What follows belongs to an exercise in optimizing a design on an open flow for small area, a short achievable clock period and few clock cycles per item; a production flow would make more cautious choices. No functional check of the RTL was part of any run shown here.

==> flow/design.v, too long to show whole: its modules and the start of the top module <==
// module ordered_sequence_hash_64_top: 644 lines
// module osh64_fa: 4 lines
// module osh64_x3: 3 lines
// module osh64_ha: 4 lines
module ordered_sequence_hash_64_top (
  input  logic                             clk,
  input  logic                             rst_n,
  input  logic                             in_valid,
  output logic                             in_stall,
  input  logic                             in_cmd,
  input  logic [osh64_pkg::LEN_W-1:0]      in_seq_length,
  input  logic [osh64_pkg::HASH_W-1:0]     in_element_bits,
  output logic                             out_valid,
  input  logic                             out_stall,
  output logic [osh64_pkg::HASH_W-1:0]     out_hash
);
  // ...
==> flow/run.sh <==
#!/bin/bash
# synth_recipe.tcl (not shown) runs the flow's synth.tcl, then flattens the netlist and writes it again
# the make line also repeats each setting of config.mk as NAME=value (left out here)
make -C /OpenROAD-flow-scripts/flow DESIGN_CONFIG=/design/flow/config.mk WORK_HOME=/design/flow/orfs CLKGATE_MAP_FILE= SYNTH_SCRIPT=/design/flow/synth_recipe.tcl finish
==> flow/config.mk <==
export PLATFORM = sky130hd
export DESIGN_NAME = ordered_sequence_hash_64_top
export DESIGN_NICKNAME = ordered_sequence_hash_64_top
export VERILOG_FILES = /design/flow/design.v
export SDC_FILE = /design/flow/constraint.sdc
export NUM_CORES = 4
export LEC_CHECK = 0
export CAP_MARGIN = 20
export CORE_MARGIN = 2
export CORE_UTILIZATION = 40
export SETUP_SLACK_MARGIN = 5
export SLEW_MARGIN = 20
export SYNTH_HIERARCHICAL = 1
==> flow/constraint.sdc <==
create_clock -name core_clock -period 9.5 [get_ports {clk}]
set_input_delay 1.9000 -clock core_clock [delete_from_list [all_inputs] [get_ports {clk}]]
set_output_delay 1.9000 -clock core_clock [all_outputs]
set_load 0.01 [all_outputs]
==> impl_metrics.yaml, run 1 <==
outcome:
  status: "complete, no violations"
floorplanning:
  rows: 107
  dieHeight_um: 298
place:
  post-place-ws_ns: 2.53
  post_dp_cell_area_mm2: 0.0377
  post-place-cells: 4160
  port_buffers: 166
  dp_hpwl_um: 84100
sta:
  relSlewSlack_pct: 32.8
  final.period_utilization_pct: 59.2
  drv_slew: 0
  tightest_slew_ns: 1.01
  setup_tns_ns: 0
clocking:
  insertion_delay_ns: 0.65
  postCtsSetupRepairBufs: 28
  cts_made_buffers: 46
  hold_buffers: 0
finish:
  largest_cell_class: "multi-input gates"
  final_util_pct: 48.1
  inv_count: 238
  fin_area_mm2: 0.0410
  clock_cell_area_share_pct: 3.76
  nFillCells: 7648
  multi_input_area_share_pct: 58.8
  nNetsFinal: 3831
  layout_commonest_cell: "fa_1"
grt:
  grt_use_met3_pct: 3.24
  gr-usage-met1_pct: 30.5
  grt_start_max_net_pins: 83
  grtUsageMet2_pct: 39.3
synth:
  ys_ff_latch: 377
  synth_xor_area_share_pct: 13.0
  async_reset_ff_share_pct: 0
  ys.flop_type: "edfxtp_1"
min_path:
  hold_class: "flip-flop to flip-flop"
routing:
  ant_nets: 0
  wl_met3_um: 5870
  wl_met2_um: 50300
critical_path:
  r2r-start: "sk_v"
  worstRegToRegCells: 16
  r2r_end: "s0_msrc[63]"
==> inputs of run 2 (changes only) <==
--- a/flow/config.mk
+++ b/flow/config.mk
@@ -5,6 +5,7 @@
 export SDC_FILE = /design/flow/constraint.sdc
 export NUM_CORES = 4
 export LEC_CHECK = 0
+export ABC_CLOCK_PERIOD_IN_PS = 4000
 export CAP_MARGIN = 20
 export CORE_MARGIN = 2
 export CORE_UTILIZATION = 40
==> impl_metrics.yaml, run 2 <==
critical_path:
  cp-end-kind: "flip-flop"
  critPathArrivalTime_ns: 5.98
  crit_path_start_kind: "primary input"
  cp.required_ns: 9.86
  crit_slowest_cell: "clkdlybuf4s50_1"
  worstPathMaxFanout: 6
  cp_cell_sequence: "clkdlybuf4s50_1, mux2_2, mux2_4, ha_4, ha_4, a21oi_4, o21ai_2, a31oi_2, o21ai_1, a221o_1, and3_4, a211o_4, a31oi_4, o31ai_2, a311o_1, a311oi_2, xnor2_1"
  setup.worst_path.class: "primary input to flip-flop"
  cpMostUsedCell: "ha_4"
  critPathMaxStageDelay_ns: 0.43
synth:
  yosys_warnings: 7
  async_reset_ff_share_pct: 0
  syn_area_per_cell_um2: 11.8
  ys.flop_type: "edfxtp_1"
  ys_ff_latch: 377
  ys_top_cells_by_count: "fa_1, edfxtp_1, inv_1"
  ys_seq_area_share_pct: 30.9
  syn_area_mm2: 0.0345
  synth_edf_count: 309
  synth_fp_nets: 3625
  synth.area.top_cells: "edfxtp_1, fa_1, ha_1, xnor2_1, dfxtp_1"
  ys_types: 94
  synth_most_common_cell: "fa_1"
  synth_top_area_cell: "edfxtp_1"
  synth_top_area_share_pct: 26.9
  synthCells: 2912
sta:
  skew_ns: 0.0675
  drv_slew: 0
  finalCriticalPeriod_ns: 5.62
  final.period_utilization_pct: 59.2
  setup_tns_ns: 0
  max_freq_mhz: 178
  hold_ws_ns: 0.479
  tightest_slew_ns: 1.01
  relSlewSlack_pct: 32.8
  finalHoldViolCount: 0
  setup_viol: 0
  rsz0062_at_grt: "true"
routing:
  drt-total-wl_um: 106000
  drc: 0
  wl_met2_um: 50300
  drt_iter0_drc: 1798
  vias: 23800
  top_layer_used: "met4"
  ant_nets: 0
  met1_length_um: 43400
  first_pass_iters: 7
  wl_met3_um: 5870
  vias_per_cell: 5.54
  wl_per_cell_um: 24.7
finish:
  regMostFlops: "s1_p"
  final_util_pct: 48.1
  drive_gt1_share_pct: 15.3
  area.growth.synth_to_final_pct: 19.0
  final_cell_mix: "fa_1, edfxtp_1, inv_1"
  regArea_mm2: 0.0106
  nNetsFinal: 3831
  layout_commonest_cell: "fa_1"
  insertedDiodeCount: 0
  largest_register_ffs: 124
  nFillCells: 7648
  multiInputGateArea_mm2: 0.0241
outcome:
  status: "complete, no violations"
grt:
  antenna_found_initial: 0
  grt_start_max_net_pins: 83
  grt_pass1_vias: 24900
  grt_overflow: 0
  track_usage_pct: 23.8
  grt_pass1_wl_um: 158000
floorplanning:
  dieHeight_um: 298
  ioPinCount: 167
  dieWidth_um: 298
  die_area_mm2: 0.0885
  initial_core_util_pct: 40.4
  core_mm2: 0.0853
  rows: 107
clocking:
  cts_made_buffers: 46
  clockBufferDepth: 3
  cts_tree: "done"
  cts_max_level: 2
  cts_sinks: 377
  clkTransAtPathRegs_ns: 0.06
  clock-root-buffer: "clkbuf_16"
  insertion_delay_ns: 0.65
place:
  port_buffers: 166
  gp_congestion: 1.00
  dp_hpwl_um: 84100
min_path:
  hold_class: "flip-flop to flip-flop"
job:
  maxCapViolCount: 0
==> run 2: cell counts in the layout (fill, tap and decap cells not counted) <==
Identical to the previous run, type by type.
==> run 2: kinds of logic after synthesis <==
group | share of synthesized area [%]
flip-flops | 30.9
buffers and inverters | 3.58
adder cells (fa/ha/maj) | 30.4
multiplexers | 3.62
XOR/XNOR | 13.0
AO/OA/AOI/OAI | 10.8
AND/OR/NAND/NOR | 7.69
==> run 2: worst paths after layout <==
check | to | start | cells after the start | slack, ns
max reg2reg | s0_msrc[63] | sk_v | 16 | 4.52
min | out_hash_r[9] | out_hash_r[9] | 2 | 0.48
min reg2reg | out_hash_r[9] | out_hash_r[9] | 2 | 0.48
max | s0_msrc[63] | in_element_bits[22] | 17 | 3.88
==> run 2: what timing repair did <==
| item | 4_1_cts | 5_1_grt |
|---|---|---|
| hold buffers | 0 | 0 |
| setup endpoints to repair | 103 | 95 |
| buffers inserted | 28 | 22 |
| resized for setup | 107 | 121 |
| gates cloned | 3 | 0 |
| pin swaps | 34 | 40 |
==> run 2: final cells by class <==
class	instances	share of cell area (%)
flip-flops and latches	377	26.0
clock buffers	49	2.83
repair buffers	244	5.81
clock inverters	37	0.921
multi-input cells	2211	58.8
well taps	1144	3.49
inverters	238	2.18
==> run 2: worst max-delay path: cells and delay by family <==
| family | cells | cell delay (ns) |
|---|---|---|
| mux | 2 | 0.60 |
| xor+xnor | 1 | 0.10 |
| simple gates | 1 | 0.20 |
| fa+ha+maj | 2 | 0.50 |
| compound gates | 10 | 2.25 |
| buf+inv | 1 | 0.43 |
==> run 2: per-layer routing <==
metal / track usage [%] / up-vias
li1: - / 10700
met1: 30.5 / 11900
met2: 39.3 / 958
met3: 3.24 / 266
met4: 12.6 / 0
met5: 0 / -
==> run 2: Yosys stat by module (local to each module, per instance) <==
module                        cell area [um^2]  times used  cells
osh64_x3                                  23.8          14      1
osh64_ha                                  12.5          27      1
ordered_sequence_hash_64_top             26300           1   2496
osh64_fa                                  20.0         375      1
==> run 2: through the flow <==
stage | instances | setup WS (ns) | cell area (um^2)
finish | 4300 | 3.88 | 41000
global route | 4300 | 3.79 | 41000
CTS | 4277 | 3.84 | 40100
detailed placement | 4160 | 2.53 | 37700
global placement | 4160 | 2.51 | 37700
floorplan | 2912 | 3.46 | 34800

re-timing with driven ports:
Ports are ideal in the flow. The routed layouts listed here were re-timed in OpenROAD.
Step 1 sets driving cells, clkbuf_16 on the clock port and buf_2 on the other inputs (assumed; they add their load-dependent delay and slew).
Step 2 moves the port delays by t, midway between the first and last clock arrival at a register: inputs arrive t later, outputs are due t later. That takes back most of the time a late clock gives input paths.
a / b / c = no drivers / after step 1 / after step 2; a / b = the first two.
run	t (ns)	setup slack, ns	latest minus earliest clock arrival (ns)	slew at the worst register clock pin (ns)
run 1	0.688	3.879 / 3.847 / 3.159	0.068 / 0.067	0.07 / 0.07
run 2	0.688	3.879 / 3.847 / 3.159	0.068 / 0.067	0.07 / 0.07
After both steps every run listed still meets setup and hold.
